Source: an optimization exercise on an open RTL-to-GDS flow (aim: small area and few clock cycles per item). Production flows keep margins and buffers that such runs may drop.
RTL that was checked went through simulation tests only; none was proved equivalent to the original.
Power is estimated from default activity; no workload was simulated. The flow treats the clock pin as an ideal source, which a real chip does not have.

## memSubsystemTop
module memSubsystemTop (
    input  logic        clk,
    input  logic        reset,
    input  logic        inValid,
    output logic        inReady,
    input  logic        inWrite,
    input  logic        inPoison,
    input  logic [3:0]  inByteMask,
    input  logic [15:0] inAddr,
    input  logic [31:0] inData,
    input  logic        rspStall,
    output logic        rspValid,
    output logic [31:0] rspData,
    output logic [3:0]  rspParityErr
);
==> module memSubsystemTop, before the edit <==
module memSubsystemTop (
    input  logic        clk,
    input  logic        reset,
    input  logic        inValid,
    output logic        inReady,
    input  logic        inWrite,
    input  logic        inPoison,
    input  logic [3:0]  inByteMask,
    input  logic [15:0] inAddr,
    input  logic [31:0] inData,
    input  logic        rspStall,
    output logic        rspValid,
    output logic [31:0] rspData,
    output logic [3:0]  rspParityErr
);
    localparam int QDEPTH = 2;
    logic [31:0] mem    [16];
    logic [3:0]  poison [16];
    logic [3:0]  qAddr  [QDEPTH];
    logic        qValid [QDEPTH];
    logic        stallQ;
    logic        pop;
    logic        full;
    logic        doRead;
    logic [3:0]  addr;
    assign addr     = inAddr[3:0];
    assign rspValid = qValid[0] && !stallQ;
    assign pop      = rspValid;
    logic [15:0] pend;
    always_comb begin
        pend = '0;
        for (int w = 0; w < 16; w++) begin
            for (int i = 0; i < QDEPTH; i++) begin
                if (qValid[i] && qAddr[i] == 4'(w) && !(i == 0 && pop)) pend[w] = 1'b1;
            end
        end
    end
    assign full    = qValid[QDEPTH-1] && !pop;
    assign inReady = inWrite ? !pend[addr] : !full;
    assign doRead  = inValid && !inWrite && !full && !reset;
    always_ff @(posedge clk) begin
        for (int w = 0; w < 16; w++) begin
            for (int b = 0; b < 4; b++) begin
                if (inValid && inWrite && !reset && addr == 4'(w) && !pend[w] && inByteMask[b]) begin
                    mem[w][b*8 +: 8] <= inData[b*8 +: 8];
                    poison[w][b]     <= inPoison;
                end
            end
        end
    end
    always_ff @(posedge clk) begin
        stallQ <= rspStall;
    end
    always_ff @(posedge clk) begin
        if (reset) begin
            for (int i = 0; i < QDEPTH; i++) qValid[i] <= 1'b0;
        end else begin
            for (int i = 0; i < QDEPTH; i++) begin
                logic       v;
                logic       vPrev;
                v     = pop ? ((i + 1 < QDEPTH) ? qValid[i+1] : 1'b0) : qValid[i];
                vPrev = (i == 0) ? 1'b1 : (pop ? qValid[i] : qValid[i-1]);
                qValid[i] <= v || (doRead && vPrev && !v);
            end
        end
    end
    always_ff @(posedge clk) begin
        for (int i = 0; i < QDEPTH; i++) begin
            logic       v;
            logic       vPrev;
            v     = pop ? ((i + 1 < QDEPTH) ? qValid[i+1] : 1'b0) : qValid[i];
            vPrev = (i == 0) ? 1'b1 : (pop ? qValid[i] : qValid[i-1]);
            if (doRead && vPrev && !v) qAddr[i] <= addr;
            else if (pop && i + 1 < QDEPTH) qAddr[i] <= qAddr[(i + 1 < QDEPTH) ? i + 1 : i];
        end
    end
    assign rspData      = mem[qAddr[0]];
    assign rspParityErr = poison[qAddr[0]];
endmodule
Settings: LEC_CHECK=0, ABC_AREA=1, CAP_MARGIN=20, CORE_MARGIN=2, CORE_UTILIZATION=70, CTS_BUF_LIST=sky130_fd_sc_hd__clkbuf_16, CTS_CLUSTER_DIAMETER=100, CTS_CLUSTER_SIZE=30, PLACE_DENSITY=0.8, SLEW_MARGIN=20; clock period 5.0 ns.
standard.sh (not shown) runs the stock make flow with config.mk's settings and CLKGATE_MAP_FILE= SYNTH_SCRIPT=/design/flow/synth_recipe.tcl, a recipe that flattens the netlist after the stock synthesis.
==> flow/flow/run.sh <==
#!/bin/bash
# The standard layout (the standard.sh, config.mk and make variables), with two changes:
#  - ABC maps the logic with an area-oriented script (flow/area.abc); registers are untouched
#  - the clock tree is built without dummy loads
set -euo pipefail
HERE=$(pwd)
# The standard flow's synthesis script with the abc override prepended
{ cat "$HERE/flow/synth.tcl"; tail -n +2 "$HERE/synth_recipe.tcl"; } > "$HERE/own_synth.tcl"
sed -e "s#SYNTH_SCRIPT=[^ ]*#SYNTH_SCRIPT=$HERE/own_synth.tcl#" "$HERE/standard.sh" > "$HERE/own_standard.sh"
export OWN_ABC_SCRIPT="$HERE/flow/area.abc"
export CTS_ARGS="-sink_clustering_enable -repair_clock_nets -dont_use_dummy_load -buf_list sky130_fd_sc_hd__clkbuf_16 -sink_clustering_size 30 -sink_clustering_max_diameter 100"
bash "$HERE/own_standard.sh" finish > "$HERE/flow_make.log" 2>&1
==> flow/flow/area.abc <==
strash
dch
amap
==> flow/flow/synth.tcl <==
# The standard flow's synthesis script, with ABC's technology mapping done by area.abc (area-oriented amap).
proc synth {args} { yosys synth -nofsm -noshare {*}$args }
proc abc {args} {
  set i [lsearch -exact $args -script]
  if { $i >= 0 } { set args [lreplace $args $i [expr {$i + 1}] -script $::env(OWN_ABC_SCRIPT)] }
  yosys abc {*}$args
}
Change:
--- a/flow/design.v
+++ b/flow/design.v
@@ -19,34 +19,36 @@
     logic [31:0] mem    [16];
     logic [3:0]  poison [16];
     logic [3:0]  qAddr  [QDEPTH];
     logic        qValid [QDEPTH];
     logic        stallQ;
     logic        pop;
+    logic        conflict;
     logic        full;
+    logic        accept;
+    logic        doWrite;
     logic        doRead;
     logic [3:0]  addr;
     assign addr     = inAddr[3:0];
     assign rspValid = qValid[0] && !stallQ;
     assign pop      = rspValid;
-    logic [15:0] pend;
     always_comb begin
-        pend = '0;
-        for (int w = 0; w < 16; w++) begin
-            for (int i = 0; i < QDEPTH; i++) begin
-                if (qValid[i] && qAddr[i] == 4'(w) && !(i == 0 && pop)) pend[w] = 1'b1;
-            end
+        conflict = 1'b0;
+        for (int i = 0; i < QDEPTH; i++) begin
+            if (qValid[i] && qAddr[i] == addr && !(i == 0 && pop)) conflict = 1'b1;
         end
     end
     assign full    = qValid[QDEPTH-1] && !pop;
-    assign inReady = inWrite ? !pend[addr] : !full;
-    assign doRead  = inValid && !inWrite && !full && !reset;
+    assign inReady = inWrite ? !conflict : !full;
+    assign accept  = inValid && inReady && !reset;
+    assign doWrite = accept && inWrite;
+    assign doRead  = accept && !inWrite;
     always_ff @(posedge clk) begin
         for (int w = 0; w < 16; w++) begin
             for (int b = 0; b < 4; b++) begin
-                if (inValid && inWrite && !reset && addr == 4'(w) && !pend[w] && inByteMask[b]) begin
+                if (doWrite && addr == 4'(w) && inByteMask[b]) begin
                     mem[w][b*8 +: 8] <= inData[b*8 +: 8];
                     poison[w][b]     <= inPoison;
                 end
             end
         end
     end
Outcome:
- The new run produced a clean layout
- via count decreases by 4.2%
- register-to-register slack loses 0.44 ns
- hold slack loses 0.068 ns
- die area decreases by 1.4%
- clock-buffer cell count does not change
- synthesized area decreases by 1.4%
- routed wire length decreases by 5.8%
- total power decreases by 0.31%
Testbench counts after the change, summed over its fixed seeds: cycles 3,330, items 3,200.
Function not checked in the first run of this note: the RTL went through the layout flow alone.

what the ideal ports hide:
No port has a modelled driver above. Below, the same layouts with a new extraction and two added sets of constraints.
Step 1 (the two cells are an assumption about what drives the block):
set clk [get_ports {clk}]
set_driving_cell -lib_cell sky130_fd_sc_hd__clkbuf_16 $clk
set_driving_cell -lib_cell sky130_fd_sc_hd__buf_2 [delete_from_list [all_inputs] $clk]
Step 2 times the ports against the registers' clock, not the clock port: input delays grow and output delays shrink by t, the midpoint of the rising clock arrivals with the driver on.
Slacks: ideal ports / drivers / drivers and shift; pairs: ideal ports / drivers.
run	t (ns)	setup WS [ns]	worst setup path after step 2	latest minus earliest clock arrival (ns)	cell pins on the clock port's net
the first run	0.614	0.136 / 0.081 / 0.491	input to output	0.038 / 0.038	1
the second run	0.610	0.191 / 0.138 / 0.214	input to register	0.041 / 0.040	1
After both steps every run listed still meets setup and hold.
